This is an optimization exercise on Yosys and OpenROAD, whose aim is small area, a short achievable clock period and few clock cycles per item, not a production implementation. Function was checked by simulation only, so behaviour that the tests miss may differ from the original. Power is estimated from default activity; no workload was simulated.

Setup of R:
==> flow/design.v <==
`default_nettype none
package lkvc_pkg;
    localparam int MAX_ENTRIES = 16;
    localparam int KEY_BITS    = 16;
    localparam int VALUE_BITS  = 32;
    localparam int APB_ADDR_BITS = 2;
    localparam int APB_DATA_BITS = 32;
    localparam int CAP_BITS      = 5;
    localparam logic [CAP_BITS-1:0]      CAP_RESET        = 5'd16;
    localparam logic [APB_ADDR_BITS-1:0] REG_CAPACITY_ADR = 2'd0;
endpackage
`default_nettype wire
`default_nettype none
module lru_key_value_cache_unit #(
    parameter int MAX_ENTRIES = lkvc_pkg::MAX_ENTRIES,
    parameter int KEY_BITS    = lkvc_pkg::KEY_BITS,
    parameter int VALUE_BITS  = lkvc_pkg::VALUE_BITS,
    localparam int TDATA_W    = ((KEY_BITS + VALUE_BITS + 7) / 8) * 8
) (
    input  wire                                  aclk,
    input  wire                                  aresetn,
    input  wire                                  psel,
    input  wire                                  penable,
    input  wire                                  pwrite,
    input  wire  [lkvc_pkg::APB_ADDR_BITS-1:0]   paddr,
    input  wire  [lkvc_pkg::APB_DATA_BITS-1:0]   pwdata,
    output logic [lkvc_pkg::APB_DATA_BITS-1:0]   prdata,
    output logic                                 pready,
    input  wire                                  s_axis_tvalid,
    output logic                                 s_axis_tready,
    input  wire  [TDATA_W-1:0]                   s_axis_tdata,   
    input  wire  [0:0]                           s_axis_tuser,   
    output logic                                 m_axis_tvalid,
    input  wire                                  m_axis_tready,
    output logic [TDATA_W-1:0]                   m_axis_tdata,   
    output logic [1:0]                           m_axis_tuser    
);
    localparam int N = MAX_ENTRIES;
    localparam int CAP_BITS = lkvc_pkg::CAP_BITS;
    logic [CAP_BITS-1:0] cap_reg;
    logic                cfg_wr;
    assign pready = 1'b1;
    assign cfg_wr = psel && penable && pwrite && (paddr == lkvc_pkg::REG_CAPACITY_ADR);
    logic [CAP_BITS-1:0] rdata_q;
    always_ff @(posedge aclk) begin
        rdata_q <= (paddr == lkvc_pkg::REG_CAPACITY_ADR) ? cap_reg : '0;
    end
    assign prdata = lkvc_pkg::APB_DATA_BITS'(rdata_q);
    always_ff @(posedge aclk) begin
        if (!aresetn) begin
            cap_reg <= lkvc_pkg::CAP_RESET;
        end else if (cfg_wr) begin
            cap_reg <= pwdata[CAP_BITS-1:0];
        end
    end
    logic                  r_valid;
    logic                  r_op;
    logic [KEY_BITS-1:0]   r_key;
    logic [VALUE_BITS-1:0] r_val;
    logic                  m_valid;
    logic                  m_hit;
    logic                  m_ev;
    logic [VALUE_BITS-1:0] m_val;
    logic [KEY_BITS-1:0]   m_evkey;
    logic stall, fire;
    assign stall         = m_valid && !m_axis_tready;
    assign fire          = r_valid && !stall;
    assign s_axis_tready = !(r_valid && stall);
    logic [KEY_BITS-1:0]   key_q [N];
    logic [VALUE_BITS-1:0] val_q [N];
    logic [N-1:0]          vld_q;
    logic [N-1:0]          pre_q;     
    logic                  full_q;    
    logic [N-1:0]          eq;        
    logic                  hit;
    logic                  grow;      
    logic                  full_keep, full_grow;
    logic [N-1:0]          last;      
    logic [N-1:0]          pm;        
    logic [N-1:0]          upd;       
    logic [N-1:0]          en;        
    logic                  put_miss;
    logic                  evict;
    logic [VALUE_BITS-1:0] rd_val;
    logic [KEY_BITS-1:0]   ev_key;    
    logic [N-1:0]          s_eq;      
    logic [N-1:0]          s_pre;     
    logic                  s_eq_r;    
    logic [N-1:0]          drop;      
    logic [N-1:0]          pre_d;
    always_comb begin
        for (int i = 0; i < N; i++) begin
            eq[i] = pre_q[i] && ((i < N - 1) ? !pre_q[(i < N - 1) ? i + 1 : i] : 1'b1);
        end
        hit  = pre_q[0];
        for (int i = 0; i < N; i++) begin
            last[i] = vld_q[i] && ((i < N - 1) ? !vld_q[(i < N - 1) ? i + 1 : i] : 1'b1);
            pm[i]   = full_q ? vld_q[i] : ((i > 0) ? vld_q[(i > 0) ? i - 1 : i] : 1'b1);
        end
        put_miss = r_op && !hit;
        evict    = put_miss && full_q;
        grow     = fire && put_miss && !full_q;
        for (int i = 0; i < N; i++) begin
            upd[i] = pre_q[i] || (put_miss && pm[i]);
            en[i]  = fire && upd[i];
        end
        rd_val = '0;
        ev_key = '0;
        for (int i = 0; i < N; i++) begin
            rd_val = rd_val | (eq[i] ? val_q[i] : '0);
            ev_key = ev_key | (last[i] ? key_q[i] : '0);
        end
        s_eq_r = (s_axis_tdata[KEY_BITS-1:0] == r_key);
        for (int i = 0; i < N; i++) begin
            drop[i] = r_valid && ((hit && eq[i]) || (evict && last[i]));
            s_eq[i] = vld_q[i] && !drop[i] && (s_axis_tdata[KEY_BITS-1:0] == key_q[i]);
        end
        for (int i = N - 1; i >= 0; i--) begin
            s_pre[i] = s_eq[i] || ((i < N - 1) ? s_pre[(i < N - 1) ? i + 1 : i] : 1'b0);
        end
        for (int i = 0; i < N; i++) begin
            if (!(r_valid && upd[i])) begin
                pre_d[i] = s_pre[i];
            end else if (i == 0) begin
                pre_d[i] = s_eq_r || s_pre[0];
            end else begin
                pre_d[i] = s_pre[(i > 0) ? i - 1 : i];
            end
        end
    end
    always_ff @(posedge aclk) begin
        if (en[0]) begin
            key_q[0] <= r_key;
            val_q[0] <= r_op ? r_val : rd_val;
        end
        for (int i = 1; i < N; i++) begin
            if (en[i]) begin
                key_q[i] <= key_q[i-1];
                val_q[i] <= val_q[i-1];
            end
        end
    end
    always_ff @(posedge aclk) begin
        if (!aresetn) begin
            vld_q <= '0;
        end else if (grow) begin
            vld_q <= {vld_q[N-2:0], 1'b1};
        end
    end
    logic [2**CAP_BITS-1:0] n_ge_keep, n_ge_grow;
    always_comb begin
        for (int c = 0; c < 2**CAP_BITS; c++) begin
            if (c == 0) begin
                n_ge_keep[c] = vld_q[0];
                n_ge_grow[c] = 1'b1;
            end else if (c <= N) begin
                n_ge_keep[c] = vld_q[(c <= N) ? c - 1 : 0];
                n_ge_grow[c] = (c == 1) ? 1'b1 : vld_q[(c <= N && c >= 2) ? c - 2 : 0];
            end else begin
                n_ge_keep[c] = vld_q[N-1];
                n_ge_grow[c] = vld_q[N-2];
            end
        end
        full_keep = n_ge_keep[cap_reg];
        full_grow = n_ge_grow[cap_reg];
    end
    always_ff @(posedge aclk) begin
        if (!aresetn) begin
            full_q <= 1'b0;
        end else begin
            full_q <= grow ? full_grow : full_keep;
        end
    end
    always_ff @(posedge aclk) begin
        if (!aresetn) begin
            r_valid <= 1'b0;
        end else if (s_axis_tready) begin
            r_valid <= s_axis_tvalid;
        end
    end
    always_ff @(posedge aclk) begin
        if (s_axis_tready) begin
            r_op  <= s_axis_tuser[0];
            r_key <= s_axis_tdata[KEY_BITS-1:0];
            r_val <= s_axis_tdata[KEY_BITS +: VALUE_BITS];
            pre_q <= pre_d;
        end
    end
    always_ff @(posedge aclk) begin
        if (!aresetn) begin
            m_valid <= 1'b0;
        end else if (!stall) begin
            m_valid <= r_valid;
        end
    end
    always_ff @(posedge aclk) begin
        if (!stall) begin
            m_hit    <= hit;
            m_ev     <= evict;
            m_val    <= r_op ? {VALUE_BITS{1'b0}} : rd_val;
            m_evkey  <= evict ? ev_key : {KEY_BITS{1'b0}};
        end
    end
    assign m_axis_tvalid = m_valid;
    assign m_axis_tuser  = {m_ev, m_hit};
    assign m_axis_tdata  = TDATA_W'({m_evkey, m_val});
endmodule
`default_nettype wire
Settings: LEC_CHECK=0, ABC_CLOCK_PERIOD_IN_PS=2500, CAP_MARGIN=20, CORE_MARGIN=2, CORE_UTILIZATION=40, CTS_CLUSTER_DIAMETER=120, CTS_CLUSTER_SIZE=24, SETUP_SLACK_MARGIN=2.5, SLEW_MARGIN=20; clock period 5.0 ns.
run.sh (not shown) runs the stock make flow with config.mk's settings and CLKGATE_MAP_FILE= SYNTH_SCRIPT=/design/flow/synth_recipe.tcl, a recipe that flattens the netlist after the stock synthesis.
Testbench counts of R, summed over its fixed seeds: cycles 4,816, items 4,800.
Here is what was changed in the inputs of T compared with R.
-- flow/config.mk --
<<< R, line 12
export CTS_CLUSTER_DIAMETER = 120
export CTS_CLUSTER_SIZE = 24
export SETUP_SLACK_MARGIN = 2.5
>>> T, line 12
export SETUP_SLACK_MARGIN = 2.65
Findings:
T ended with every stage complete and zero timing, DRC or antenna violations.
Taking R as the reference, in T post-synthesis to final-layout area growth up 6.4 points; sequential power flat; met1 usage in global routing up 1.1 points; detailed-router iteration count before antenna repair flat.
Against R, global-route wire length before repair in T came out worse.

## separate check: timing with driven ports
In the flow no input, the clock included, has a driving cell. The finished layouts below were timed again as built, in two steps. Step 1 (the two cells are an assumption about what drives the block):
set clk [get_ports {aclk}]
set_driving_cell -lib_cell sky130_fd_sc_hd__clkbuf_16 $clk
set_driving_cell -lib_cell sky130_fd_sc_hd__buf_2 [delete_from_list [all_inputs] $clk]
Step 2 also shifts input and output timing later by t, the mid clock arrival at the registers, as if the neighbouring blocks saw the same clock. Three values: ideal ports, drivers, drivers and shift; two values: the first two.
run | t (ns) | setup WS [ns] | slew at the worst register clock pin (ns)
R | 0.698 | 2.390 / 2.356 / 1.822 | 0.11 / 0.11
T | 0.728 | 2.403 / 2.369 / 1.917 | 0.07 / 0.07
After both steps every run listed still meets setup and hold. The setup slack of R, which loses most, moves by -0.034 ns with the drivers and by -0.568 ns with both steps.
